From an optimization exercise on the open Yosys and OpenROAD flow, aimed at small area, a short achievable clock period and few clock cycles per item; shortcuts taken in it are not production practice. At most, simulation tests tie the RTL to the original design; equivalence was not proved. For run 5, only the layout was checked, not whether the RTL still works.

==> flow/design.v (outline; a module is shown in full before it is edited, if it fits) <==
// module stage_reg: 72 lines
// module pipe_control: 31 lines
// module mul_csa: 1154 lines
// module div_unit: 98 lines
// module hilo_regs: 24 lines
// module muldiv_top: 140 lines
module muldiv_top (
    input  logic                   clk,
    input  logic                   arst_n_i,
    input  logic                   op_valid_i,
    input  muldiv_pkg::muldiv_op_e op_i,
    input  muldiv_pkg::word_t      opnd_a_i,
    input  muldiv_pkg::word_t      opnd_b_i,
    output logic                   stall_o,
    output logic                   rd_valid_o,
    output muldiv_pkg::word_t      rd_data_o,
    output muldiv_pkg::word_t      hi_o,
    output muldiv_pkg::word_t      lo_o
);
  // ...
==> flow/flow/run.sh <==
#!/bin/bash
set -euo pipefail
MARGIN=5.6
bash standard.sh synth > synth.log 2>&1
bash standard.sh SETUP_SLACK_MARGIN=$MARGIN finish > layout.log 2>&1
==> flow/standard.sh <==
#!/bin/bash
# synth_recipe.tcl (not shown) runs the flow's synth.tcl, then flattens the netlist and writes it again
# the make line also repeats each setting of config.mk as NAME=value (left out here)
make -C /OpenROAD-flow-scripts/flow DESIGN_CONFIG=/design/flow/config.mk WORK_HOME=/design/flow/orfs CLKGATE_MAP_FILE= SYNTH_SCRIPT=/design/flow/synth_recipe.tcl "${@:-finish}"
==> flow/config.mk <==
export PLATFORM = sky130hd
export DESIGN_NAME = muldiv_top
export DESIGN_NICKNAME = muldiv_top
export VERILOG_FILES = /design/flow/design.v
export SDC_FILE = /design/flow/constraint.sdc
export NUM_CORES = 4
export LEC_CHECK = 0
export ABC_AREA = 1
export CAP_MARGIN = 20
export CORE_MARGIN = 2
export CORE_UTILIZATION = 40
export SLEW_MARGIN = 20
==> flow/constraint.sdc <==
create_clock -name core_clock -period 10.0 [get_ports {clk}]
set_input_delay 2.0000 -clock core_clock [delete_from_list [all_inputs] [get_ports {clk}]]
set_output_delay 2.0000 -clock core_clock [all_outputs]
set_load 0.01 [all_outputs]
==> metrics.yaml, run 1 <==
die:
  num_tap_cells: 1380
  die_y_extent_um: 327.3
  design.core.area_um2: 103600
finish:
  fill_cells: 9828
  layout.non_clock_inverters: 836
  final-nonclk-buf-share_pct: 10.50
  final-instance-count-excl-fill: 7168
logic_synthesis:
  synth.top_cells.by_count: "781 x sky130_fd_sc_hd__inv_1, 772 x sky130_fd_sc_hd__nand2_1, 412 x sky130_fd_sc_hd__xor2_1, 393 x sky130_fd_sc_hd__o21ai_0"
  ys.warnings.count: 5
  synth.avg_cell_area_um2: 7.651
  ys_dominant_reg_cell: "sky130_fd_sc_hd__dfxtp_1"
  yosysMostFrequentCell: "sky130_fd_sc_hd__inv_1"
  async_reset_ff_share_pct: 20.25
  synth_edf_count: 119
  ys_top_cells_by_area: "sky130_fd_sc_hd__fa_1 15%, sky130_fd_sc_hd__dfxtp_1 9.4%, sky130_fd_sc_hd__xor2_1 8.6%, sky130_fd_sc_hd__edfxtp_1 8.5%, sky130_fd_sc_hd__inv_1 7.0%"
  synth_top_family_by_area: "adder cells"
  synth_top_cell_by_area: "sky130_fd_sc_hd__fa_1"
  ys_seq_elements: 395
clock_network:
  cts_max_level: 2
  cts_num_sinks: 395
detailed_routing:
  wl_met2_um: 76680
  detailroute.wirelength.met3_um: 20080
  drt.antenna.violating_nets: 0
  top_signal_layer_used: "met5"
global_routing:
  grt_util_met1_pct: 43.76
  grtUsageTotal_pct: 31.63
  grt_antenna_before_repair: 5
run_status:
  run_status: "finished clean"
place:
  post-place-cells: 6816
  worst_slack_after_detailed_placement_ns: 3.926
setup_path:
  start_kind: "register"
  end_kind: "register"
  worstSetupPathType: "reg2reg"
sta:
  setup_ws_ns: 5.333
  fin_crit_sh_pct: 46.67
min_path:
  min-delay-path-class: "reg2reg"
Testbench counts, summed over its fixed seeds: cycles 7,221, items 4,800.
==> inputs of run 2 (changes only) <==
==> flow/run.sh (new file) <==
#!/bin/bash
# synth_recipe.tcl (not shown) runs the flow's synth.tcl, then flattens the netlist and writes it again
# the make line also repeats each setting of config.mk as NAME=value (left out here)
make -C /OpenROAD-flow-scripts/flow DESIGN_CONFIG=/design/flow/config.mk WORK_HOME=/design/flow/orfs CLKGATE_MAP_FILE= SYNTH_SCRIPT=/design/flow/synth_recipe.tcl finish
--- a/flow/config.mk
+++ b/flow/config.mk
@@ -10,3 +10,4 @@
 export CORE_MARGIN = 2
 export CORE_UTILIZATION = 40
+export SETUP_SLACK_MARGIN = 5
 export SLEW_MARGIN = 20
removed: flow/flow/run.sh
removed: flow/standard.sh
==> metrics.yaml, run 2 <==
run_status:
  run_status: "finished clean"
logic_synthesis:
  async_reset_ff_share_pct: 20.25  # unchanged
  synth.avg_cell_area_um2: 7.651  # unchanged
  synth_top_family_by_area: "adder cells"
  synth.top_cells.by_count: "781 x sky130_fd_sc_hd__inv_1, 772 x sky130_fd_sc_hd__nand2_1, 412 x sky130_fd_sc_hd__xor2_1, 393 x sky130_fd_sc_hd__o21ai_0"
  ys_types: 78
  netlist_instances: 5464
  synth-compound-area-share_pct: 19.24
  synthAdderAreaFrac_pct: 21.70
  synth_edf_count: 119  # unchanged
  syn_nets: 6074
  ys_dominant_reg_cell: "sky130_fd_sc_hd__dfxtp_1"
  synth_xor_area_share_pct: 10.10
  seq_area_frac_synth_pct: 22.72
  syn-cell-area_um2: 41800
  ys_top_cells_by_area: "sky130_fd_sc_hd__fa_1 15%, sky130_fd_sc_hd__dfxtp_1 9.4%, sky130_fd_sc_hd__xor2_1 8.6%, sky130_fd_sc_hd__edfxtp_1 8.5%, sky130_fd_sc_hd__inv_1 7.0%"
  yosysMostFrequentCell: "sky130_fd_sc_hd__inv_1"
  yosys.area_share.simple_pct: 16.06
  ys.warnings.count: 5  # unchanged
  synth_top_cell_by_area: "sky130_fd_sc_hd__fa_1"
  ys_seq_elements: 395  # unchanged
  synth_largest_type_area_fraction_pct: 14.85
  synthMuxAreaShare_pct: 0.04789
clock_network:
  cts_max_level: 2  # unchanged
  clk_pin_slew_worst_paths_ns: 0.06
  tritoncts: "built"
  cts-root-buf: "sky130_fd_sc_hd__clkbuf_16"
  cts_num_sinks: 395  # unchanged
  cts_buffer_depth: 3
  worst_skew_pair.late_latency_ns: 0.65
  total_cts_buffers: 47
  cts_hold_repair.buffers: 0
place:
  dpl-instance-area_um2: 44710
  worst_slack_after_detailed_placement_ns: 4.047  # +0.1201 ns
  io_buffer_count: 168
  dp.final_hpwl_um: 122000
  place.gp.congestion: 0.9961
sta:
  clock_skews_ns: 0.05422
  post-route-min-period_ns: 4.882
  setup_repair_after_global_routing_missed_its_margin: "yes"
  slew_headroom_pct: 24.92
  setup_viol_count_final: 0
  report.final.slew_viol_count: 0
  fin_setup_tns_ns: 0
  fin_crit_sh_pct: 48.82  # +2.1 points
  setup_ws_ns: 5.118  # -0.2146 ns
  timing.fmax_mhz: 204.8
  worst_max_slew_pin_slew_ns: 1.126
  timing.final.hold_violations: 0
die:
  pin_count: 169
  die_y_extent_um: 327.3  # unchanged
  die-area_um2: 107100
  design.core.area_um2: 103600  # unchanged
  die_width_um: 327.3
  fp-row-count: 118
  starting_density_of_the_core_pct: 40.33
finish:
  commonest_non_fill_non_tap_cell_in_the_layout: "sky130_fd_sc_hd__inv_1"
  fill_cells: 10480  # +6.6%
  flip_flop_count_of_the_largest_register_all_copies_and_words_added: 64
  syn2layout_area_growth_pct: 13.29
  registers.top_by_ff_count: "p1_s"
  mostFrequentLayoutCells: "771 x sky130_fd_sc_hd__inv_1, 770 x sky130_fd_sc_hd__nand2_1, 411 x sky130_fd_sc_hd__xor2_1"
  post-route-cell-area_um2: 47360
  fin_nets: 6145
  post_route_cells_drive_above_1_share_pct: 7.356
  biggestRegsByFlops: "p1_s x64, p1_c x63, u_issue.b_o x50"
min_path:
  min-delay-path-class: "reg2reg"
detailed_routing:
  route.detailed.vias_per_inst: 5.736
  postRouteWirelength_um: 163600
  drt.antenna.violating_nets: 0  # unchanged
  num_vias: 39900
  drt_iter0_drc: 4343
  drt-pass1-iter-count: 6
  drc_errors: 0
  routed_wire_length_per_instance_um: 23.52
setup_path:
  worst_ep_required_time_ns: 10.53
  worst_path_max_delay_cell: "sky130_fd_sc_hd__clkinv_1"
  start_kind: "register"
  critical_path.n_buffers_inverters: 4
  end_kind: "register"
  critical_path.max_stage_delay_ns: 0.84
  worstSetupPathType: "reg2reg"
  worstPathMaxFanout: 19
  critPathTopFamily: "adder cells"
  worst-endpoint-arrival_ns: 5.41
  crit_path_frequent_cell: "sky130_fd_sc_hd__fa_1"
  cells_traversed_along_the_worst_timing_path: "clkinv_1, o22ai_1, xor2_1, fa_1, fa_1, inv_1, fa_1, inv_1, fa_1, inv_1, fa_1"
flow_run:
  max_cap_check_violation_count: 0
global_routing:
  grt_overflow_total: 0
  vias_in_the_first_global_route: 37910
  grtUsageTotal_pct: 29.77  # -1.9 points
  grt_first_pass_wirelength_um: 243000
  grt_max_degree: 81
  grt_antenna_before_repair: 5  # unchanged
[run 2: cell counts after synthesis]
No cell type changed its count.
[run 2: area by class of cell]
type,instances,area [µm²],area share (%)
Sequential cell,395,9513,20.09
Antenna cell,2,5.005,0.01057
Clock inverter,25,285.3,0.6024
Inverter,831,3192,6.740
Multi-Input combinational cell,3982,28590,60.36
Clock buffer,63,1391,2.938
Timing Repair inverter,2,12.51,0.02642
Tap cell,1380,1727,3.646
Timing Repair Buffer,276,2645,5.585
[run 2: cell families after synthesis]
| kind of cell | count (synthesis) |
|---|---|
| flip-flops | 395 |
| adder cells (fa/ha/maj) | 539 |
| buffers and inverters | 1095 |
| multiplexers | 2 |
| XOR/XNOR | 481 |
| AO/OA/AOI/OAI | 1387 |
| AND/OR/NAND/NOR | 1565 |
[run 2: repair_timing]
item	in CTS	in global routing
pin swaps	10	16
resized for setup	36	87
endpoints found under the setup margin	144	113
gates cloned	7	4
setup buffers	17	27
[run 2: worst reg2reg max path: stages (launching register included)]
cell	delay, ns
sky130_fd_sc_hd__edfxtp_1	0.52
sky130_fd_sc_hd__clkinv_1	0.84
sky130_fd_sc_hd__o22ai_1	0.53
sky130_fd_sc_hd__xor2_1	0.23
sky130_fd_sc_hd__fa_1	0.49
sky130_fd_sc_hd__fa_1	0.52
sky130_fd_sc_hd__inv_1	0.06
sky130_fd_sc_hd__fa_1	0.51
sky130_fd_sc_hd__inv_1	0.06
sky130_fd_sc_hd__fa_1	0.53
sky130_fd_sc_hd__inv_1	0.06
sky130_fd_sc_hd__fa_1	0.45
[run 2: path summary, 6_finish.rpt]
path | start | end | slack, ns | cells past startpoint
setup reg to reg | u_issue.a_o[24] | p1_s[34] | 5.12 | 11
setup / recovery | u_issue.a_o[24] | p1_s[34] | 5.12 | 11
max in group asynchronous | arst_n_i | u_hilo.hi_o[9] | 7.54 | 2
min in group asynchronous | arst_n_i | u_hilo.hi_o[1] | 1.37 | 1
hold reg to reg | u_div.dvs_q[18] | u_div.dvs_q[16] | 0.46 | 2
hold / removal | u_div.dvs_q[18] | u_div.dvs_q[16] | 0.46 | 2
[run 2: routing by layer]
layer / up-vias / share of wire, % / GRT usage [%]
met5: - / 0.025 / 0
met4: 6 / 4.6 / 11.63
met3: 386 / 9.8 / 6.037
met2: 2052 / 43 / 45.00
met1: 19130 / 43 / 41.69
li1: 18330 / - / -
[run 2: metrics by stage]
stage / utilization (%) / std cells / hold WS (ns)
CTS: 45.16 / 6923 / 0.4600
detailed placement: 43.14 / 6811 / 0.4491
global placement: 43.13 / 6811 / 0.4527
global route: 45.69 / 6954 / 0.5013
finish: 45.69 / 6956 / 0.4571
floorplan: - / 5464 / 0.4253
==> inputs of run 3 (changes only) <==
--- a/flow/config.mk
+++ b/flow/config.mk
@@ -7,7 +7,8 @@
 export LEC_CHECK = 0
 export ABC_AREA = 1
-export CAP_MARGIN = 20
+export CAP_MARGIN = 5
 export CORE_MARGIN = 2
-export CORE_UTILIZATION = 40
+export CORE_UTILIZATION = 55
+export CTS_BUF_LIST = sky130_fd_sc_hd__clkbuf_4 sky130_fd_sc_hd__clkbuf_8
 export SETUP_SLACK_MARGIN = 5
-export SLEW_MARGIN = 20
+export SLEW_MARGIN = 5
==> metrics.yaml, run 3 <==
clock_network:
  clk_pin_slew_worst_paths_ns: 0.06  # about the same
  worst_skew_pair.late_latency_ns: 0.73  # +0.08 ns
  cts_hold_repair.buffers: 0  # unchanged
  cts_num_sinks: 395  # unchanged
  cts_max_level: 3  # +1
  cts-root-buf: "sky130_fd_sc_hd__clkbuf_8"
  cts_buffer_depth: 3  # unchanged
  tritoncts: "built"
  total_cts_buffers: 76  # +62%
setup_path:
  critical_path.startpoint: "u_ctrl.c_rdhi_o"
  worstPathMaxFanout: 50  # +31
  ff2ff_path_depth: 25  # +14
  critical_path.reg2reg.endpoint: "u_div.rem_q[5]"
  regToRegSetupSlack_ns: 5.14  # +0.02 ns
  worstSetupPathType: "reg2out"
  critPathCapture: "rd_data_o[3]"
  end_kind: "output port"
  start_kind: "register"
  r2r-start: "u_div.rem_q[1]"
  worst_ep_required_time_ns: 8.00  # -2.53 ns
  worst-endpoint-arrival_ns: 2.86  # -2.55 ns
sta:
  timing.final.hold_violations: 0  # unchanged
  report.final.slew_viol_count: 0  # unchanged
  worst_max_slew_pin_slew_ns: 1.172  # +0.04591 ns
  fin_crit_sh_pct: 48.59  # -0.23 points
  fin_worst_hold_slack_ns: 0.4758  # +0.01863 ns
  slew_headroom_pct: 21.14  # -3.8 points
  setup_viol_count_final: 0  # unchanged
  fin_setup_tns_ns: 0  # unchanged
  timing.fmax_mhz: 205.8  # +0.47%
  setup_ws_ns: 5.141  # +0.02291 ns
  post-route-min-period_ns: 4.859  # -0.02291 ns
  setup_repair_after_global_routing_missed_its_margin: "no"
  clock_skews_ns: 0.06448  # +0.01026 ns
logic_synthesis:
  synth.top_cells.by_count: "781 x sky130_fd_sc_hd__inv_1, 772 x sky130_fd_sc_hd__nand2_1, 412 x sky130_fd_sc_hd__xor2_1, 393 x sky130_fd_sc_hd__o21ai_0"
  syn-cell-area_um2: 41800  # unchanged
  synth_top_cell_by_area: "sky130_fd_sc_hd__fa_1"
  seq_area_frac_synth_pct: 22.72  # unchanged
  synth_largest_type_area_fraction_pct: 14.85  # unchanged
  synth_edf_count: 119  # unchanged
  async_reset_ff_share_pct: 20.25  # unchanged
  synth.avg_cell_area_um2: 7.651  # unchanged
  ys_seq_elements: 395  # unchanged
  ys_dominant_reg_cell: "sky130_fd_sc_hd__dfxtp_1"
  netlist_instances: 5464  # unchanged
  syn_nets: 6074  # unchanged
  yosysMostFrequentCell: "sky130_fd_sc_hd__inv_1"
  ys_types: 78  # unchanged
  ys_top_cells_by_area: "sky130_fd_sc_hd__fa_1 15%, sky130_fd_sc_hd__dfxtp_1 9.4%, sky130_fd_sc_hd__xor2_1 8.6%, sky130_fd_sc_hd__edfxtp_1 8.5%, sky130_fd_sc_hd__inv_1 7.0%"
  ys.warnings.count: 5  # unchanged
finish:
  fin_nets: 6190  # +0.73%
  commonest_non_fill_non_tap_cell_in_the_layout: "sky130_fd_sc_hd__inv_1"
  post_route_cells_drive_above_1_share_pct: 8.491  # +1.1 points
  final-instance-count-excl-fill: 6623  # -4.8%
  syn2layout_area_growth_pct: 12.42
  layout.core_utilization_pct: 62.19  # +16 points
  flip_flop_count_of_the_largest_register_all_copies_and_words_added: 64  # unchanged
  post-route-cell-area_um2: 47000  # -0.76%
  registers.top_by_ff_count: "p1_s"
  biggestRegsByFlops: "p1_s x64, p1_c x63, u_issue.b_o x50"
  mostFrequentLayoutCells: "772 x sky130_fd_sc_hd__inv_1, 769 x sky130_fd_sc_hd__nand2_1, 412 x sky130_fd_sc_hd__xor2_1"
die:
  design.core.area_um2: 75570  # -27%
  die-area_um2: 78230  # -27%
  starting_density_of_the_core_pct: 55.32  # +15 points
  die_width_um: 279.7  # -15%
  die_y_extent_um: 279.7  # -15%
  fp-row-count: 101  # -14%
  pin_count: 169  # unchanged
place:
  dpl-instance-area_um2: 44240  # -1.0%
  post-place-cells: 6414  # -5.8%
  dp.final_hpwl_um: 119100  # -2.3%
  place.gp.congestion: 1.018  # +2.2%
  io_buffer_count: 168  # unchanged
  worst_slack_after_detailed_placement_ns: 4.164  # +0.1170 ns
detailed_routing:
  routed_wire_length_per_instance_um: 24.57  # +4.4%
  route.detailed.vias_per_inst: 6.177  # +7.7%
  drt.antenna.violating_nets: 0  # unchanged
  drt_iter0_drc: 5127  # +18%
  drc_errors: 0  # unchanged
  num_vias: 40910  # +2.5%
  postRouteWirelength_um: 162700  # -0.56%
  drt-pass1-iter-count: 9  # +3
global_routing:
  grt_first_pass_wirelength_um: 239500  # -1.5%
  grt_overflow_total: 0  # unchanged
  grt_antenna_before_repair: 9  # +4
  vias_in_the_first_global_route: 38420  # +1.4%
  grtUsageTotal_pct: 40.65  # +11 points
  grt_max_degree: 86  # +6.2%
min_path:
  worst_hold_path.num_cells: 2  # unchanged
  min-delay-path-class: "reg2reg"
run_status:
  run_status: "finished clean"
flow_run:
  max_cap_check_violation_count: 0  # unchanged
==> run 3: cell count changes in the layout (fill, tap and decap cells not counted), moves of 6 or more <==
| cell | delta |
|---|---|
| sky130_fd_sc_hd__buf_4 | +12 |
| sky130_fd_sc_hd__clkbuf_16 | -48 |
| sky130_fd_sc_hd__clkbuf_4 | +26 |
| sky130_fd_sc_hd__clkbuf_8 | +80 |
| sky130_fd_sc_hd__o21ai_0 | +7 |
| sky130_fd_sc_hd__o21ai_1 | -6 |
==> run 3: cells by family after synthesis <==
family	synth area share, %
AND/OR/NAND/NOR	16.06
XOR/XNOR	10.10
multiplexers	0.04789
adder cells (fa/ha/maj)	21.70
buffers and inverters	10.13
AO/OA/AOI/OAI	19.24
flip-flops	22.72
==> run 3: how the worst min path moves through the flow <==
stage | startpoint | to | slack [ns]
after floorplan | u_div.cnt_q[3] | u_div.done_o | 0.43
after global routing | u_div.quo_q[16] | u_div.quo_q[18] | 0.50
after CTS | u_div.dvs_q[28] | u_div.dvs_q[26] | 0.47
after global placement | u_div.dvs_q[28] | u_div.dvs_q[26] | 0.46
final | u_div.dvs_q[28] | u_div.dvs_q[26] | 0.48
after detailed placement | u_div.dvs_q[28] | u_div.dvs_q[26] | 0.47
==> run 3: repair_timing <==
item / CTS / global route
cloned: 5 / 6
pin swaps: 6 / 23
setup endpoints to repair: 78 / 110
hold endpoints to repair: 0 / 0
buffers inserted: 9 / 46
resized for setup: 18 / 91
==> run 3: final cells by class <==
cell class / instances / area, µm²
Timing Repair inverter: 2 / 12.51
Timing Repair Buffer: 295 / 2872
Sequential cell: 395 / 9508
Tap cell: 978 / 1224
Multi-Input combinational cell: 3979 / 28460
Clock inverter: 25 / 324.1
Clock buffer: 114 / 1406
Antenna cell: 4 / 10.01
Inverter: 831 / 3181
Fill cell: 6995 / 28570
==> run 3: layer usage <==
| layer | vias up | routed length (µm) | track usage (%) |
|---|---|---|---|
| met4 | 10 | 8750 | 18.65 |
| met5 | - | 77 | 0.3127 |
| met2 | 2650 | 67700 | 59.22 |
| met1 | 19260 | 65890 | 56.20 |
| met3 | 590 | 20300 | 10.98 |
| li1 | 18400 | - | - |
==> run 3: critical path: stages, from the launching register on <==
cell and delay (ns):
sky130_fd_sc_hd__dfrtp_1 0.33, sky130_fd_sc_hd__buf_4 0.41, sky130_fd_sc_hd__clkinvlp_4 0.15, sky130_fd_sc_hd__buf_4 0.22
sky130_fd_sc_hd__o21ai_1 0.38, sky130_fd_sc_hd__clkdlybuf4s50_1 0.62
==> inputs of run 4 (changes only) <==
==> flow/flow/run.sh (new file) <==
#!/bin/bash
# The standard layout, with the smallest buffer on the ports. Synthesis is
# the standard one, unchanged.
set -euo pipefail
bash standard.sh synth > synth.log 2>&1
bash standard.sh "BUFFER_PORTS_ARGS=-buffer_cell sky130_fd_sc_hd__buf_1" finish > layout.log 2>&1
==> flow/standard.sh (new file) <==
#!/bin/bash
# synth_recipe.tcl (not shown) runs the flow's synth.tcl, then flattens the netlist and writes it again
# the make line also repeats each setting of config.mk as NAME=value (left out here)
make -C /OpenROAD-flow-scripts/flow DESIGN_CONFIG=/design/flow/config.mk WORK_HOME=/design/flow/orfs CLKGATE_MAP_FILE= SYNTH_SCRIPT=/design/flow/synth_recipe.tcl "${@:-finish}"
==> flow/config.mk (replaced) <==
export PLATFORM = sky130hd
export DESIGN_NAME = muldiv_top
export DESIGN_NICKNAME = muldiv_top
export VERILOG_FILES = /design/flow/design.v
export SDC_FILE = /design/flow/constraint.sdc
export NUM_CORES = 4
export LEC_CHECK = 0
export ABC_AREA = 1
export CAP_MARGIN = 20
export CORE_MARGIN = 2
export CORE_UTILIZATION = 40
export SETUP_SLACK_MARGIN = 5
export SLEW_MARGIN = 20
removed: flow/run.sh
==> metrics.yaml, run 4 <==
logic_synthesis:
  syn-cell-area_um2: 41800  # unchanged
  synth.avg_cell_area_um2: 7.651  # unchanged
  ys.warnings.count: 5  # unchanged
  synth_largest_type_area_fraction_pct: 14.85  # unchanged
  ys_top_cells_by_area: "sky130_fd_sc_hd__fa_1 15%, sky130_fd_sc_hd__dfxtp_1 9.4%, sky130_fd_sc_hd__xor2_1 8.6%, sky130_fd_sc_hd__edfxtp_1 8.5%, sky130_fd_sc_hd__inv_1 7.0%"
  syn_nets: 6074  # unchanged
  seq_area_frac_synth_pct: 22.72  # unchanged
  ys_dominant_reg_cell: "sky130_fd_sc_hd__dfxtp_1"
  ys_seq_elements: 395  # unchanged
  synth_edf_count: 119  # unchanged
  netlist_instances: 5464  # unchanged
  yosysMostFrequentCell: "sky130_fd_sc_hd__inv_1"
  ys_types: 78  # unchanged
  synth.top_cells.by_count: "781 x sky130_fd_sc_hd__inv_1, 772 x sky130_fd_sc_hd__nand2_1, 412 x sky130_fd_sc_hd__xor2_1, 393 x sky130_fd_sc_hd__o21ai_0"
  async_reset_ff_share_pct: 20.25  # unchanged
  synth_top_cell_by_area: "sky130_fd_sc_hd__fa_1"
setup_path:
  crit_path_frequent_cell: "sky130_fd_sc_hd__fa_1"
  critical_path.max_stage_delay_ns: 0.87  # +0.25 ns
  worstPathMaxFanout: 19  # -62%
  ff2ff_path_depth: 9  # -64%
  cells_traversed_along_the_worst_timing_path: "clkinv_1, o22ai_1, xor2_1, fa_1, fa_1, fa_1, fa_1, inv_1, fa_1"
  worst_ep_required_time_ns: 10.52  # +2.52 ns
  worst-endpoint-arrival_ns: 5.37  # +2.51 ns
  worstSetupPathType: "reg2reg"
  end_kind: "register"
  start_kind: "register"
  worst_path_max_delay_cell: "sky130_fd_sc_hd__clkinv_1"
sta:
  report.final.slew_viol_count: 0  # unchanged
  clock_skews_ns: 0.04148  # -0.02300 ns
  setup_viol_count_final: 0  # unchanged
  slew_headroom_pct: 29.33  # +8.2 points
  post-route-min-period_ns: 4.852  # -0.006820 ns
  timing.final.hold_violations: 0  # unchanged
  fin_worst_hold_slack_ns: 0.4666  # -0.009168 ns
  setup_repair_after_global_routing_missed_its_margin: "yes"
  worst_max_slew_pin_slew_ns: 1.060  # -0.1120 ns
  setup_ws_ns: 5.148  # +0.006820 ns
  fin_setup_tns_ns: 0  # unchanged
  fin_crit_sh_pct: 48.52  # -0.068 points
  timing.fmax_mhz: 206.1  # +0.14%
clock_network:
  cts_hold_repair.buffers: 0  # unchanged
  clk_pin_slew_worst_paths_ns: 0.06  # about the same
  cts-root-buf: "sky130_fd_sc_hd__clkbuf_16"
  cts_buffer_depth: 3  # unchanged
  total_cts_buffers: 49  # -36%
  cts_num_sinks: 395  # unchanged
  tritoncts: "built"
  worst_skew_pair.late_latency_ns: 0.64  # -0.09 ns
  cts_max_level: 2  # -1
detailed_routing:
  drt_iter0_drc: 4194  # -18%
  drt-pass1-iter-count: 6  # -3
  num_vias: 39720  # -2.9%
  route.detailed.vias_per_inst: 5.701  # -7.7%
  postRouteWirelength_um: 163700  # +0.63%
  routed_wire_length_per_instance_um: 23.50  # -4.3%
  drc_errors: 0  # unchanged
  drt.antenna.violating_nets: 0  # unchanged
finish:
  fin_nets: 6154  # -0.58%
  biggestRegsByFlops: "p1_s x64, p1_c x63, u_issue.b_o x50"
  layout.core_utilization_pct: 44.67  # -18 points
  flip_flop_count_of_the_largest_register_all_copies_and_words_added: 64  # unchanged
  syn2layout_area_growth_pct: 10.75
  registers.top_by_ff_count: "p1_s"
  post_route_cells_drive_above_1_share_pct: 7.556  # -0.94 points
  commonest_non_fill_non_tap_cell_in_the_layout: "sky130_fd_sc_hd__inv_1"
  mostFrequentLayoutCells: "770 x sky130_fd_sc_hd__inv_1, 769 x sky130_fd_sc_hd__nand2_1, 412 x sky130_fd_sc_hd__xor2_1"
  post-route-cell-area_um2: 46290  # -1.5%
  final-instance-count-excl-fill: 6967  # +5.2%
die:
  fp-row-count: 118  # +17%
  die-area_um2: 107100  # +37%
  starting_density_of_the_core_pct: 40.33  # -15 points
  pin_count: 169  # unchanged
  die_y_extent_um: 327.3  # +17%
  die_width_um: 327.3  # +17%
  design.core.area_um2: 103600  # +37%
global_routing:
  grt_overflow_total: 0  # unchanged
  vias_in_the_first_global_route: 38090  # -0.86%
  grt_antenna_before_repair: 6  # -3
  grtUsageTotal_pct: 29.91  # -11 points
  grt_max_degree: 84  # -2.3%
  grt_first_pass_wirelength_um: 243900  # +1.9%
place:
  dpl-instance-area_um2: 43670  # -1.3%
  worst_slack_after_detailed_placement_ns: 4.031  # -0.1330 ns
  dp.final_hpwl_um: 122300  # +2.7%
  io_buffer_count: 168  # unchanged
  post-place-cells: 6812  # +6.2%
  place.gp.congestion: 1.003  # -1.5%
min_path:
  worst_hold_path.num_cells: 2  # unchanged
  min-delay-path-class: "reg2reg"
flow_run:
  max_cap_check_violation_count: 0  # unchanged
run_status:
  run_status: "finished clean"
==> run 4: cell counts after synthesis <==
No cell type changed its count.
==> run 4: kinds of logic after synthesis <==
family / share of synthesized area (%)
adder cells (fa/ha/maj): 21.70
multiplexers: 0.04789
buffers and inverters: 10.13
AO/OA/AOI/OAI: 19.24
AND/OR/NAND/NOR: 16.06
flip-flops: 22.72
XOR/XNOR: 10.10
==> run 4: final timing paths <==
path	from	end	slack, ns
min in group asynchronous	arst_n_i	u_ctrl.c_rdlo_o	1.36
setup / recovery	u_issue.a_o[23]	p1_s[29]	5.15
hold / removal	u_issue.dec_o[0]	u_ctrl.c_rdlo_o	0.47
hold reg to reg	u_issue.dec_o[0]	u_ctrl.c_rdlo_o	0.47
setup reg to reg	u_issue.a_o[23]	p1_s[29]	5.15
max in group asynchronous	arst_n_i	hi_pend	7.44
==> run 4: repair_timing <==
item | in CTS | in global routing
resized for setup | 29 | 100
setup endpoints to repair | 166 | 102
setup buffers | 16 | 34
cloned | 5 | 5
pin swaps | 9 | 15
==> run 4: critical path, delay by kind of cell (launching register included) <==
| kind | cells | cell delay [ns] |
|---|---|---|
| fa+ha+maj | 5 | 2.52 |
| xor+xnor | 1 | 0.29 |
| compound gates | 1 | 0.50 |
| buf+inv | 2 | 0.93 |
| flops | 1 | 0.52 |
==> run 4: final cells by class <==
type                    instances  area [µm²]
diodes                          2       5.005
clock buffers                  58        1280
clock inverters                34       364.1
fillers                     10480       57350
inverters                     831        3189
multi-input cells            3978       28490
flip-flops and latches        395        9513
well taps                    1380        1727
repair buffers                286        1708
repair inverters                3       20.02
==> run 4: routing by layer <==
layer / track usage [%] / share of wire, % / up-vias
met5: 0 / 0.035 / -
met2: 44.70 / 42 / 2088
met4: 12.02 / 4.6 / 8
met1: 42.19 / 43 / 18920
met3: 6.068 / 10 / 401
li1: - / - / 18310
==> module div_unit, before the edit <==
module div_unit (
    input  logic              clk,
    input  logic              arst_n_i,
    input  logic              start_i,       
    input  logic              a_neg_i,       
    input  logic              b_neg_i,
    input  muldiv_pkg::word_t a_i,
    input  muldiv_pkg::word_t b_i,
    output logic              quick_o,       
    output logic              busy_o,        
    output logic              done_o,        
    output muldiv_pkg::word_t hi_o,          
    output muldiv_pkg::word_t lo_o           
);
    function automatic logic [5:0] lzc32(input logic [31:0] x);
        lzc32 = 6'd32;
        for (int i = 0; i < 32; i++) begin
            if (x[i]) lzc32 = 6'(31 - i);
        end
    endfunction
    logic              a_neg;
    logic              b_neg;
    logic [31:0]       a_mag;
    logic [31:0]       b_mag;
    logic [5:0]        za;
    logic [5:0]        zb;
    logic [4:0]        n;
    logic [4:0]        sh;
    logic              b_zero;
    logic [31:0]       rem_q;
    logic [32:0]       dvs_q;
    logic [31:0]       quo_q;
    logic [3:0]        cnt_q;
    logic              neg_q_q;
    logic              neg_r_q;
    logic [33:0]       e1;
    logic [33:0]       e2;
    logic [33:0]       e3;
    logic [33:0]       t_x;
    logic [33:0]       t_y;
    logic [33:0]       t_z;
    logic [33:0]       t_s;
    logic [33:0]       t_c;
    logic              q1;
    logic              q2;
    logic [31:0]       rem2;
    assign a_neg  = a_neg_i;
    assign b_neg  = b_neg_i;
    assign a_mag  = a_i;
    assign b_mag  = b_i;
    assign za     = lzc32(a_mag);
    assign zb     = lzc32(b_mag);
    assign b_zero = (b_i == '0);
    assign quick_o = b_zero | (zb < za);
    assign n      = 5'(zb - za);
    assign sh     = n | 5'd1;
    assign e1  = {2'b00, rem_q} - {1'b0, dvs_q};
    assign e2  = {2'b00, rem_q} - {2'b00, dvs_q[32:1]};
    assign t_x = {2'b00, rem_q};
    assign t_y = ~{1'b0, dvs_q};
    assign t_z = ~{2'b00, dvs_q[32:1]};
    assign t_s = t_x ^ t_y ^ t_z;
    assign t_c = (t_x & t_y) | (t_x & t_z) | (t_y & t_z);
    assign e3  = t_s - ~{t_c[32:0], 1'b1};
    assign q1  = ~e1[33];
    assign q2  = q1 ? ~e3[33] : ~e2[33];
    assign rem2 = q1 ? (q2 ? e3[31:0] : e1[31:0]) : (q2 ? e2[31:0] : rem_q);
    always_ff @(posedge clk or negedge arst_n_i) begin
        if (!arst_n_i) begin
            busy_o <= 1'b0;
            done_o <= 1'b0;
        end else begin
            done_o <= busy_o && (cnt_q == '0);
            if (busy_o) begin
                busy_o <= (cnt_q != '0);
            end else begin
                busy_o <= start_i;
            end
        end
    end
    always_ff @(posedge clk) begin
        if (busy_o) begin
            rem_q <= rem2;
            dvs_q <= dvs_q >> 2;
            quo_q <= {quo_q[29:0], q1, q2};
            cnt_q <= cnt_q - 1'b1;
        end else begin
            rem_q   <= a_mag;
            dvs_q   <= {1'b0, b_mag} << sh;
            quo_q   <= {32{b_zero}};
            cnt_q   <= 4'(n >> 1);
            neg_q_q <= (a_neg ^ b_neg) & ~b_zero;
            neg_r_q <= a_neg;
        end
    end
    assign hi_o = neg_r_q ? -rem_q : rem_q;
    assign lo_o = neg_q_q ? -quo_q : quo_q;
endmodule
==> module muldiv_top, before the edit <==
module muldiv_top (
    input  logic                   clk,
    input  logic                   arst_n_i,
    input  logic                   op_valid_i,
    input  muldiv_pkg::muldiv_op_e op_i,
    input  muldiv_pkg::word_t      opnd_a_i,
    input  muldiv_pkg::word_t      opnd_b_i,
    output logic                   stall_o,
    output logic                   rd_valid_o,
    output muldiv_pkg::word_t      rd_data_o,
    output muldiv_pkg::word_t      hi_o,
    output muldiv_pkg::word_t      lo_o
);
    muldiv_pkg::dec_t   ir_dec;
    logic [32:0]        ir_a;
    logic [50:0]        ir_b;
    logic               ir_a_neg;
    logic               ir_b_neg;
    logic [63:0]        csa_s;
    logic [63:0]        csa_c;
    logic [63:0]        p1_s;
    logic [63:0]        p1_c;
    logic [63:0]        prod;
    logic               div_quick;
    logic               stall;
    logic               hi_pend;
    logic               ir_lng_d;
    logic               pass_hi;
    logic               pass_fb;
    logic [8:0]         dg_one;
    logic [8:0]         dg_two;
    logic [8:0]         dg_neg;
    logic               div_busy;
    logic               div_done;
    muldiv_pkg::word_t  div_hi;
    muldiv_pkg::word_t  div_lo;
    logic               c_mul;
    logic               c_mthi;
    logic               c_mtlo;
    logic               c_div;
    logic               c_rdhi;
    logic               c_rdlo;
    logic               we_hi;
    logic               we_lo;
    muldiv_pkg::word_t  hi_d;
    muldiv_pkg::word_t  lo_d;
    muldiv_pkg::word_t  hi_q;
    muldiv_pkg::word_t  lo_q;
    assign pass_hi = hi_pend;
    assign pass_fb = ir_dec.lng && !hi_pend;
    assign stall   = div_busy || hi_pend;
    assign stall_o = stall;
    always_ff @(posedge clk or negedge arst_n_i) begin
        if (!arst_n_i) begin
            hi_pend <= 1'b0;
        end else if (!stall) begin
            hi_pend <= ir_lng_d;
        end else if (!div_busy) begin
            hi_pend <= 1'b0;
        end
    end
    stage_reg u_issue (
        .clk      (clk),
        .arst_n_i (arst_n_i),
        .hold_i   (stall),
        .valid_i  (op_valid_i),
        .op_i     (op_i),
        .a_i      (opnd_a_i),
        .b_i      (opnd_b_i),
        .dec_o    (ir_dec),
        .a_o      (ir_a),
        .b_o      (ir_b),
        .a_neg_o  (ir_a_neg),
        .b_neg_o  (ir_b_neg),
        .lng_d_o  (ir_lng_d)
    );
    assign dg_one = pass_hi ? {1'b0, ir_b[16:9]}  : ir_b[8:0];
    assign dg_two = pass_hi ? {1'b0, ir_b[33:26]} : ir_b[25:17];
    assign dg_neg = pass_hi ? {1'b0, ir_b[50:43]} : ir_b[42:34];
    mul_csa u_mul (
        .a_i     (ir_a),
        .one_i   (dg_one),
        .two_i   (dg_two),
        .neg_i   (dg_neg),
        .fbs_i   (pass_fb ? p1_s[45:0] : 46'd0),
        .fbc_i   (pass_fb ? p1_c[45:0] : 46'd0),
        .sum_o   (csa_s),
        .carry_o (csa_c)
    );
    always_ff @(posedge clk) begin
        p1_s <= csa_s;
        p1_c <= csa_c;
    end
    div_unit u_div (
        .clk      (clk),
        .arst_n_i (arst_n_i),
        .start_i  (ir_dec.div && !div_quick),
        .a_neg_i  (ir_a_neg),
        .b_neg_i  (ir_b_neg),
        .a_i      (ir_a[31:0]),
        .b_i      (ir_b[31:0]),
        .quick_o  (div_quick),
        .busy_o   (div_busy),
        .done_o   (div_done),
        .hi_o     (div_hi),
        .lo_o     (div_lo)
    );
    pipe_control u_ctrl (
        .clk         (clk),
        .arst_n_i    (arst_n_i),
        .stall_i     (stall),
        .dec_i       (ir_dec),
        .div_quick_i (div_quick),
        .c_mul_o     (c_mul),
        .c_mthi_o    (c_mthi),
        .c_mtlo_o    (c_mtlo),
        .c_div_o     (c_div),
        .c_rdhi_o    (c_rdhi),
        .c_rdlo_o    (c_rdlo)
    );
    assign prod  = p1_s + p1_c;
    assign we_hi = c_mul | c_mthi | c_div | div_done;
    assign we_lo = c_mul | c_mtlo | c_div | div_done;
    assign hi_d  = c_mul ? prod[63:32] : div_hi;
    assign lo_d  = c_mul ? prod[31:0] : (c_mtlo ? div_hi : div_lo);
    hilo_regs u_hilo (
        .clk      (clk),
        .arst_n_i (arst_n_i),
        .we_hi_i  (we_hi),
        .we_lo_i  (we_lo),
        .hi_i     (hi_d),
        .lo_i     (lo_d),
        .hi_o     (hi_q),
        .lo_o     (lo_q)
    );
    assign rd_valid_o = c_rdhi | c_rdlo;
    assign rd_data_o  = c_rdhi ? hi_q : lo_q;
    assign hi_o       = hi_q;
    assign lo_o       = lo_q;
endmodule
==> inputs of run 5 (changes only) <==
--- a/flow/design.v
+++ b/flow/design.v
@@ -1295,4 +1295,7 @@
     output logic              busy_o,        
     output logic              done_o,        
+    output logic              early_o,       
+    output muldiv_pkg::word_t early_hi_o,    
+    output muldiv_pkg::word_t early_lo_o,
     output muldiv_pkg::word_t hi_o,          
     output muldiv_pkg::word_t lo_o           
@@ -1319,4 +1322,5 @@
     logic              neg_q_q;
     logic              neg_r_q;
+    logic              busy_q;
     logic [33:0]       e1;
     logic [33:0]       e2;
@@ -1330,4 +1334,5 @@
     logic              q2;
     logic [31:0]       rem2;
+    logic              last;
     assign a_neg  = a_neg_i;
     assign b_neg  = b_neg_i;
@@ -1351,14 +1356,19 @@
     assign q2  = q1 ? ~e3[33] : ~e2[33];
     assign rem2 = q1 ? (q2 ? e3[31:0] : e1[31:0]) : (q2 ? e2[31:0] : rem_q);
+    assign last       = busy_q && (cnt_q == '0);
+    assign early_o    = last && !neg_q_q && !neg_r_q;
+    assign busy_o     = busy_q && !early_o;
+    assign early_hi_o = rem2;
+    assign early_lo_o = {quo_q[29:0], q1, q2};
     always_ff @(posedge clk or negedge arst_n_i) begin
         if (!arst_n_i) begin
-            busy_o <= 1'b0;
+            busy_q <= 1'b0;
             done_o <= 1'b0;
         end else begin
-            done_o <= busy_o && (cnt_q == '0);
+            done_o <= last && !early_o;
             if (busy_o) begin
-                busy_o <= (cnt_q != '0);
+                busy_q <= !last;
             end else begin
-                busy_o <= start_i;
+                busy_q <= start_i;
             end
         end
@@ -1442,4 +1452,7 @@
     logic               div_busy;
     logic               div_done;
+    logic               div_early;
+    muldiv_pkg::word_t  div_early_hi;
+    muldiv_pkg::word_t  div_early_lo;
     muldiv_pkg::word_t  div_hi;
     muldiv_pkg::word_t  div_lo;
@@ -1511,5 +1524,8 @@
         .quick_o  (div_quick),
         .busy_o   (div_busy),
-        .done_o   (div_done),
+        .done_o     (div_done),
+        .early_o    (div_early),
+        .early_hi_o (div_early_hi),
+        .early_lo_o (div_early_lo),
         .hi_o     (div_hi),
         .lo_o     (div_lo)
@@ -1529,8 +1545,8 @@
     );
     assign prod  = p1_s + p1_c;
-    assign we_hi = c_mul | c_mthi | c_div | div_done;
-    assign we_lo = c_mul | c_mtlo | c_div | div_done;
-    assign hi_d  = c_mul ? prod[63:32] : div_hi;
-    assign lo_d  = c_mul ? prod[31:0] : (c_mtlo ? div_hi : div_lo);
+    assign we_hi = c_mul | c_mthi | c_div | div_done | div_early;
+    assign we_lo = c_mul | c_mtlo | c_div | div_done | div_early;
+    assign hi_d  = c_mul ? prod[63:32] : (div_early ? div_early_hi : div_hi);
+    assign lo_d  = c_mul ? prod[31:0] : (div_early ? div_early_lo : (c_mtlo ? div_hi : div_lo));
     hilo_regs u_hilo (
         .clk      (clk),
==> flow/run.sh (new file) <==
#!/bin/bash
# synth_recipe.tcl (not shown) runs the flow's synth.tcl, then flattens the netlist and writes it again
# the make line also repeats each setting of config.mk as NAME=value (left out here)
make -C /OpenROAD-flow-scripts/flow DESIGN_CONFIG=/design/flow/config.mk WORK_HOME=/design/flow/orfs CLKGATE_MAP_FILE= SYNTH_SCRIPT=/design/flow/synth_recipe.tcl finish
removed: flow/flow/run.sh
removed: flow/standard.sh
==> metrics.yaml, run 5 <==
run_status:
  run_status: "finished clean"
finish:
  biggestRegsByFlops: "p1_s x64, p1_c x63, u_issue.b_o x50"
  syn2layout_area_growth_pct: 13.16
  flip_flop_count_of_the_largest_register_all_copies_and_words_added: 64  # unchanged
  fin_nets: 6408  # +4.1%
  commonest_non_fill_non_tap_cell_in_the_layout: "sky130_fd_sc_hd__nand2_1"
  registers.top_by_ff_count: "p1_s"
  post_route_cells_drive_above_1_share_pct: 6.904  # -0.65 points
  mostFrequentLayoutCells: "838 x sky130_fd_sc_hd__nand2_1, 811 x sky130_fd_sc_hd__inv_1, 463 x sky130_fd_sc_hd__nor2_1"
sta:
  fin_crit_sh_pct: 48.93  # +0.41 points
  setup_viol_count_final: 0  # unchanged
  fin_setup_tns_ns: 0  # unchanged
  report.final.slew_viol_count: 0  # unchanged
  setup_repair_after_global_routing_missed_its_margin: "yes"
  slew_headroom_pct: 20.36  # -9.0 points
  timing.final.hold_violations: 0  # unchanged
  worst_max_slew_pin_slew_ns: 1.193  # +0.1332 ns
  clock_skews_ns: 0.05533  # +0.01385 ns
  post-route-min-period_ns: 4.893  # +0.04109 ns
  timing.fmax_mhz: 204.4  # -0.84%
setup_path:
  worst_path_max_delay_cell: "sky130_fd_sc_hd__clkdlybuf4s50_1"
  cells_traversed_along_the_worst_timing_path: "inv_1, buf_4, nand2_1, nand2_1, clkdlybuf4s50_1"
  worst_ep_required_time_ns: 8.00  # -2.52 ns
  worstSetupPathType: "reg2out"
  critical_path.n_buffers_inverters: 3  # +1
  critPathTopFamily: "buffers and inverters"
  worst-endpoint-arrival_ns: 2.89  # -2.48 ns
  critical_path.max_stage_delay_ns: 0.54  # -0.33 ns
  crit_path_frequent_cell: "sky130_fd_sc_hd__nand2_1"
  worstPathMaxFanout: 20  # +1
  end_kind: "output port"
  start_kind: "register"
global_routing:
  grtUsageTotal_pct: 30.82  # +0.91 points
  grt_antenna_before_repair: 8  # +2
  grt_overflow_total: 0  # unchanged
  grt_max_degree: 75  # -11%
  grt_first_pass_wirelength_um: 252700  # +3.6%
  vias_in_the_first_global_route: 39590  # +3.9%
clock_network:
  total_cts_buffers: 49  # unchanged
  worst_skew_pair.late_latency_ns: 0.66  # +0.02 ns
  cts_max_level: 2  # unchanged
  tritoncts: "built"
  cts-root-buf: "sky130_fd_sc_hd__clkbuf_16"
  cts_num_sinks: 395  # unchanged
  cts_buffer_depth: 3  # unchanged
  clk_pin_slew_worst_paths_ns: 0.06  # about the same
place:
  place.gp.congestion: 0.9749  # -2.8%
  io_buffer_count: 168  # unchanged
  dp.final_hpwl_um: 125600  # +2.7%
detailed_routing:
  drt.antenna.violating_nets: 0  # unchanged
  routed_wire_length_per_instance_um: 23.81  # +1.3%
  postRouteWirelength_um: 172200  # +5.2%
  num_vias: 41600  # +4.7%
  drt-pass1-iter-count: 8  # +2
  drt_iter0_drc: 4163  # -0.74%
  route.detailed.vias_per_inst: 5.754  # +0.93%
  drc_errors: 0  # unchanged
die:
  starting_density_of_the_core_pct: 40.32  # about the same
  pin_count: 169  # unchanged
  design.core.area_um2: 105300  # +1.6%
  die_width_um: 329.8  # +0.76%
  die-area_um2: 108700  # +1.5%
  fp-row-count: 119  # +0.85%
  die_y_extent_um: 329.8  # +0.76%
logic_synthesis:
  synth_largest_type_area_fraction_pct: 14.62  # -0.23 points
  syn_nets: 6367  # +4.8%
  syn-cell-area_um2: 42450  # +1.5%
  synth_top_cell_by_area: "sky130_fd_sc_hd__fa_1"
  synth.avg_cell_area_um2: 7.373  # -3.6%
  ys_top_cells_by_area: "sky130_fd_sc_hd__fa_1 15%, sky130_fd_sc_hd__dfxtp_1 11%, sky130_fd_sc_hd__xor2_1 8.2%, sky130_fd_sc_hd__nand2_1 7.5%, sky130_fd_sc_hd__inv_1 7.3%"
  seq_area_frac_synth_pct: 21.62  # -1.1 points
  ys_dominant_reg_cell: "sky130_fd_sc_hd__dfxtp_1"
  async_reset_ff_share_pct: 20.25  # unchanged
  synth_edf_count: 87  # -27%
  ys.warnings.count: 5  # unchanged
  netlist_instances: 5757  # +5.4%
  synth.top_cells.by_count: "845 x sky130_fd_sc_hd__nand2_1, 828 x sky130_fd_sc_hd__inv_1, 468 x sky130_fd_sc_hd__nor2_1, 446 x sky130_fd_sc_hd__o21ai_0, 406 x sky130_fd_sc_hd__a21oi_1"
  ys_seq_elements: 395  # unchanged
  ys_types: 67  # -14%
  yosysMostFrequentCell: "sky130_fd_sc_hd__nand2_1"
min_path:
  min-delay-path-class: "reg2reg"
flow_run:
  max_cap_check_violation_count: 0  # unchanged
## run 5: kinds of logic after synthesis
kind of cell	Yosys count	share of synthesized area [%]
adders and majority gates	539	21.37
muxes	2	0.04716
DFF	395	21.62
xor gates and xnor gates	471	9.718
AOI/OAI and AO/OA	1501	20.38
and+or+nand+nor	1683	16.39
buffers and inverters	1166	10.48
## run 5: final timing paths
kind,startpoint,cells past startpoint,slack (ns),endpoint
max,u_ctrl.c_rdhi_o,5,5.11,rd_data_o[2]
min,u_div.cnt_q[0],1,0.49,u_div.cnt_q[0]
max reg2reg,hi_pend,16,5.12,p1_s[34]
min reg2reg,u_div.cnt_q[0],1,0.49,u_div.cnt_q[0]
max in group asynchronous,arst_n_i,2,7.56,u_hilo.hi_o[15]
min in group asynchronous,arst_n_i,1,1.38,u_hilo.hi_o[3]
## run 5: final cells by class
class,count,area (µm²)
antenna,2,5.005
clock buffer,75,1489
clock inverter,15,167.7
fill,10650,57230
inverter,852,3301
multi-input combinational,4197,29180
sequential,395,9190
tap,1391,1740
timing repair buffer,292,2894
timing repair inverter,11,65.06
## run 5: layer usage
layer  GRT usage (%)  vias up  wire [µm]  share of wire, %
li1                -    19170          -                 -
met1           41.49    19780      72220                42
met2           47.46     2149      74070                43
met3           5.981      493      16060               9.3
met4           14.83        8       9745               5.7
met5               0        -         68             0.039
## run 5: through the flow
| stage | utilization (%) | cells | instance area (µm²) | worst slack [ns] | hold slack (ns) |
|---|---|---|---|---|---|
| floorplan | - | 5757 | 42460 | 5.030 | 0.4261 |
| global placement | 43.03 | 7071 | 45300 | 3.956 | 0.4723 |
| detailed placement | 43.03 | 7071 | 45300 | 3.928 | 0.4771 |
| CTS | 45.03 | 7179 | 47410 | 4.949 | 0.4889 |
| global route | 45.62 | 7228 | 48030 | 4.968 | 0.5331 |
| finish | 45.63 | 7230 | 48030 | 5.107 | 0.4914 |
## run 5: timing repair
item	4_1_cts	5_1_grt
pin swaps	5	11
cloned	8	11
buffers inserted	10	37
endpoints found under the setup margin	168	114
hold buffers	0	0
gates resized for setup	44	73
==> inputs of run 6 (changes only) <==
--- a/flow/design.v
+++ b/flow/design.v
@@ -128,4 +128,42 @@
     end
 endmodule
+module bk_add #(
+    parameter int W = 32
+) (
+    input  logic [W-1:0] a_i,
+    input  logic [W-1:0] b_i,
+    input  logic         ci_i,
+    output logic [W-1:0] s_o
+);
+    localparam int N = W + 1;
+    localparam int L = $clog2(N);
+    logic [N-1:0] g [0:2*L];
+    logic [N-1:0] p [0:2*L];
+    always_comb begin
+        g[0] = {a_i & b_i, ci_i};
+        p[0] = {a_i ^ b_i, 1'b0};
+        for (int l = 0; l < L; l++) begin
+            g[l+1] = g[l];
+            p[l+1] = p[l];
+            for (int i = 0; i < N; i++) begin
+                if (((i + 1) % (2 << l)) == 0) begin
+                    g[l+1][i] = g[l][i] | (p[l][i] & g[l][i-(1<<l)]);
+                    p[l+1][i] = p[l][i] & p[l][i-(1<<l)];
+                end
+            end
+        end
+        for (int l = L - 2; l >= 0; l--) begin
+            g[2*L-1-l] = g[2*L-2-l];
+            p[2*L-1-l] = p[2*L-2-l];
+            for (int i = 0; i < N; i++) begin
+                if ((((i + 1) % (2 << l)) == (1 << l)) && (i >= (2 << l))) begin
+                    g[2*L-1-l][i] = g[2*L-2-l][i] | (p[2*L-2-l][i] & g[2*L-2-l][i-(1<<l)]);
+                    p[2*L-1-l][i] = p[2*L-2-l][i] & p[2*L-2-l][i-(1<<l)];
+                end
+            end
+        end
+        s_o = p[0][N-1:1] ^ g[2*L-1][N-2:0];
+    end
+endmodule
 `timescale 1ns/1ps
 module mul_csa (
@@ -1389,6 +1427,16 @@
         end
     end
-    assign hi_o = neg_r_q ? -rem_q : rem_q;
-    assign lo_o = neg_q_q ? -quo_q : quo_q;
+    bk_add #(.W(32)) u_fix_r (
+        .a_i  (rem_q ^ {32{neg_r_q}}),
+        .b_i  ('0),
+        .ci_i (neg_r_q),
+        .s_o  (hi_o)
+    );
+    bk_add #(.W(32)) u_fix_q (
+        .a_i  (quo_q ^ {32{neg_q_q}}),
+        .b_i  ('0),
+        .ci_i (neg_q_q),
+        .s_o  (lo_o)
+    );
 endmodule
 `timescale 1ns/1ps
@@ -1544,5 +1592,10 @@
         .c_rdlo_o    (c_rdlo)
     );
-    assign prod  = p1_s + p1_c;
+    bk_add #(.W(64)) u_prod (
+        .a_i  (p1_s),
+        .b_i  (p1_c),
+        .ci_i (1'b0),
+        .s_o  (prod)
+    );
     assign we_hi = c_mul | c_mthi | c_div | div_done | div_early;
     assign we_lo = c_mul | c_mtlo | c_div | div_done | div_early;
==> flow/flow/run.sh (new file) <==
#!/bin/bash
# The standard layout, with the smallest buffer on the ports. Synthesis is
# the standard one, unchanged.
set -euo pipefail
bash standard.sh synth > synth.log 2>&1
bash standard.sh "BUFFER_PORTS_ARGS=-buffer_cell sky130_fd_sc_hd__buf_1" finish > layout.log 2>&1
==> flow/standard.sh (new file) <==
#!/bin/bash
# synth_recipe.tcl (not shown) runs the flow's synth.tcl, then flattens the netlist and writes it again
# the make line also repeats each setting of config.mk as NAME=value (left out here)
make -C /OpenROAD-flow-scripts/flow DESIGN_CONFIG=/design/flow/config.mk WORK_HOME=/design/flow/orfs CLKGATE_MAP_FILE= SYNTH_SCRIPT=/design/flow/synth_recipe.tcl "${@:-finish}"
removed: flow/run.sh
==> metrics.yaml, run 6 <==
run_status:
  run_status: "finished clean"
setup_path:
  end_kind: "register"
  critical_path.reg2reg.endpoint: "p1_s[35]"
  worst_ep_required_time_ns: 10.34  # +2.34 ns
  start_kind: "primary input"
  worstPathMaxFanout: 3  # -85%
  worstSetupPathType: "in2reg"
  regToRegSetupSlack_ns: 5.15  # +0.03 ns
  ff2ff_path_depth: 13  # -3
  worst-endpoint-arrival_ns: 5.19  # +2.30 ns
  r2r-start: "hi_pend"
detailed_routing:
  drc_errors: 0  # unchanged
  drt-pass1-iter-count: 8  # unchanged
  routed_wire_length_per_instance_um: 24.08  # +1.1%
  num_vias: 39020  # -6.2%
  postRouteWirelength_um: 163400  # -5.1%
  drt_iter0_drc: 4450  # +6.9%
  drt.antenna.violating_nets: 0  # unchanged
  route.detailed.vias_per_inst: 5.751  # about the same
min_path:
  worstHoldStart: "u_div.quo_q[11]"
  min_delay_worst_endpoint: "u_div.quo_q[13]"
  min-delay-path-class: "reg2reg"
  worst_hold_path.num_cells: 2  # +1
sta:
  report.final.slew_viol_count: 0  # unchanged
  post-route-min-period_ns: 4.853  # -0.04015 ns
  worst_max_slew_pin_slew_ns: 1.176  # -0.01755 ns
  setup_viol_count_final: 0  # unchanged
  fin_worst_hold_slack_ns: 0.4745  # -0.01694 ns
  fin_crit_sh_pct: 48.53  # -0.40 points
  timing.final.hold_violations: 0  # unchanged
  clock_skews_ns: 0.04260  # -0.01274 ns
  fin_setup_tns_ns: 0  # unchanged
  setup_repair_after_global_routing_missed_its_margin: "yes"
  timing.fmax_mhz: 206.0  # +0.83%
  slew_headroom_pct: 21.53  # +1.2 points
global_routing:
  grtUsageTotal_pct: 29.69  # -1.1 points
  grt_antenna_before_repair: 12  # +4
  grt_overflow_total: 0  # unchanged
  grt_max_degree: 90  # +20%
  vias_in_the_first_global_route: 37650  # -4.9%
  grt_first_pass_wirelength_um: 239600  # -5.2%
logic_synthesis:
  ys_types: 78  # +16%
  synth_largest_type_area_fraction_pct: 16.40  # +1.8 points
  async_reset_ff_share_pct: 20.25  # unchanged
  yosysMostFrequentCell: "sky130_fd_sc_hd__nand2_1"
  netlist_instances: 5320  # -7.6%
  synth_top_cell_by_area: "sky130_fd_sc_hd__fa_1"
  synth_edf_count: 87  # unchanged
  synth.avg_cell_area_um2: 7.801  # +5.8%
  ys_seq_elements: 395  # unchanged
  syn-cell-area_um2: 41500  # -2.2%
  synth.top_cells.by_count: "773 x sky130_fd_sc_hd__nand2_1, 725 x sky130_fd_sc_hd__inv_1, 399 x sky130_fd_sc_hd__xor2_1, 383 x sky130_fd_sc_hd__o21ai_0, 355 x sky130_fd_sc_hd__nor2_1"
  seq_area_frac_synth_pct: 22.12  # +0.49 points
  ys_dominant_reg_cell: "sky130_fd_sc_hd__dfxtp_1"
  syn_nets: 5992  # -5.9%
  ys_top_cells_by_area: "sky130_fd_sc_hd__fa_1 16%, sky130_fd_sc_hd__dfxtp_1 11%, sky130_fd_sc_hd__xor2_1 8.4%, sky130_fd_sc_hd__ha_1 7.9%, sky130_fd_sc_hd__nand2_1 7.0%"
  ys.warnings.count: 11  # +6
die:
  die_width_um: 326.1  # -1.1%
  starting_density_of_the_core_pct: 40.21  # -0.11 points
  design.core.area_um2: 103200  # -2.0%
  pin_count: 169  # unchanged
  die_y_extent_um: 326.1  # -1.1%
  fp-row-count: 118  # -0.84%
  die-area_um2: 106300  # -2.2%
clock_network:
  total_cts_buffers: 46  # -6.1%
  cts_buffer_depth: 3  # unchanged
  cts_num_sinks: 395  # unchanged
  worst_skew_pair.late_latency_ns: 0.63  # -0.03 ns
  cts_hold_repair.buffers: 0  # unchanged
  cts_max_level: 2  # unchanged
  clk_pin_slew_worst_paths_ns: 0.06  # about the same
  tritoncts: "built"
  cts-root-buf: "sky130_fd_sc_hd__clkbuf_16"
place:
  io_buffer_count: 168  # unchanged
  dpl-instance-area_um2: 43430  # -4.1%
  dp.final_hpwl_um: 118500  # -5.7%
  place.gp.congestion: 0.9539  # -2.2%
finish:
  fin_nets: 6035  # -5.8%
  syn2layout_area_growth_pct: 10.11
  mostFrequentLayoutCells: "768 x sky130_fd_sc_hd__nand2_1, 716 x sky130_fd_sc_hd__inv_1, 398 x sky130_fd_sc_hd__xor2_1"
  commonest_non_fill_non_tap_cell_in_the_layout: "sky130_fd_sc_hd__nand2_1"
  flip_flop_count_of_the_largest_register_all_copies_and_words_added: 64  # unchanged
  post-route-cell-area_um2: 45700  # -4.9%
  biggestRegsByFlops: "p1_s x64, p1_c x63, u_issue.b_o x50"
  fill_cells: 10450  # -1.8%
  post_route_cells_drive_above_1_share_pct: 6.352  # -0.55 points
  registers.top_by_ff_count: "p1_s"
flow_run:
  max_cap_check_violation_count: 0  # unchanged
## run 6: worst max-delay path: stages
cell and delay, ns:
sky130_fd_sc_hd__buf_1 0.14, sky130_fd_sc_hd__inv_1 0.12, sky130_fd_sc_hd__ha_1 0.18, sky130_fd_sc_hd__inv_1 0.06, sky130_fd_sc_hd__nor3_1 0.14, sky130_fd_sc_hd__inv_1 0.07, sky130_fd_sc_hd__nor3_1 0.18, sky130_fd_sc_hd__inv_1 0.08
sky130_fd_sc_hd__nor2_1 0.17, sky130_fd_sc_hd__nand3_1 0.20, sky130_fd_sc_hd__nor4_2 0.44, sky130_fd_sc_hd__nand2_1 0.13, sky130_fd_sc_hd__o41ai_1 0.72, sky130_fd_sc_hd__o21ai_0 0.27, sky130_fd_sc_hd__o21ai_0 0.20, sky130_fd_sc_hd__o21ai_0 0.08
## run 6: stage by stage
step | util, % | instances | setup WS, ns
floorplan | - | 5320 | 5.008
global placement | 42.07 | 6646 | 3.786
detailed placement | 42.09 | 6647 | 3.833
CTS | 43.88 | 6747 | 4.919
global route | 44.28 | 6782 | 4.954
finish | 44.28 | 6784 | 5.147
## run 6: kinds of logic after synthesis
| family | after synthesis | share of synthesized area [%] |
|---|---|---|
| AND/OR/NAND/NOR | 1465 | 14.81 |
| AO/OA/AOI/OAI | 1282 | 17.99 |
| buffers and inverters | 1049 | 9.635 |
| adder cells (fa/ha/maj) | 601 | 24.27 |
| XOR/XNOR | 516 | 10.89 |
| flip-flops | 395 | 22.12 |
| multiplexers | 12 | 0.2894 |
## run 6: how the worst max path moves through the flow
stage | slack (ns) | to | cells past startpoint | start
2_1_floorplan | 5.01 | stall_o | 9 | u_div.neg_r_q
3_3_place_gp | 3.79 | u_issue.b_o[26] | 14 | op_i[2]
3_5_place_dp | 3.83 | u_issue.b_o[26] | 14 | op_i[2]
4_1_cts | 4.92 | stall_o | 12 | u_div.cnt_q[0]
5_1_grt | 4.95 | u_hilo.hi_o[30] | 24 | p1_s[4]
6_report | 5.15 | u_issue.a_o[28] | 16 | opnd_a_i[1]
## run 6: layer usage
layer	GRT usage [%]	routed length, µm	share of wire [%]	vias up
li1	-	-	-	17710
met1	38.81	65820	40	18690
met2	46.39	72050	44	2163
met3	6.095	15920	9.7	456
met4	15.33	9572	5.9	2
met5	0	13	0.0080	-
## run 6: layout make-up
| cell class | count | area, µm² | area share (%) |
|---|---|---|---|
| repair inverters | 8 | 46.29 | 0.1013 |
| repair buffers | 279 | 1570 | 3.436 |
| diodes | 4 | 10.01 | 0.02190 |
| multi-input cells | 3879 | 28700 | 62.80 |
| clock inverters | 21 | 245.2 | 0.5366 |
| flip-flops and latches | 395 | 9186 | 20.10 |
| inverters | 754 | 2929 | 6.409 |
| well taps | 1380 | 1727 | 3.778 |
| clock buffers | 64 | 1289 | 2.820 |
## run 6: repair_timing
item,CTS,global route
setup buffers,9,27
pin swaps,4,8
resized for setup,50,37
setup endpoints to repair,207,126
cloned,6,5
Testbench counts of run 6, summed over its fixed seeds: cycles 6,958, items 4,800.

-- what the ideal ports hide --
Ports are ideal in the flow. The routed layouts listed here were re-timed in OpenROAD.
Step 1, drivers: a clkbuf_16 drives clk and a buf_2 each remaining input, both assumed.
Step 2 times the ports against the registers' clock, not the clock port: input delays grow and output delays shrink by t, the midpoint of the rising clock arrivals with the driver on.
Three values: ideal, step 1, step 2; two values: the first two.
run | shift t [ns] | slack for setup (ns) | worst slew at a driven data input, ns
run 1 | 0.716 | 5.333 / 5.333 / 4.970 | 0.07
run 2 | 0.694 | 5.118 / 5.118 / 4.564 | 0.07
run 3 | 0.765 | 5.141 / 5.075 / 4.443 | 0.06
run 4 | 0.699 | 5.148 / 5.148 / 4.609 | 0.07
run 5 | 0.713 | 5.107 / 5.030 / 4.543 | 0.08
run 6 | 0.681 | 5.147 / 5.124 / 4.516 | 0.12
After both steps setup and hold are still met in every run listed. For run 3, which loses most, drivers alone change the setup slack by -0.066 ns; drivers and shift together by -0.698 ns.
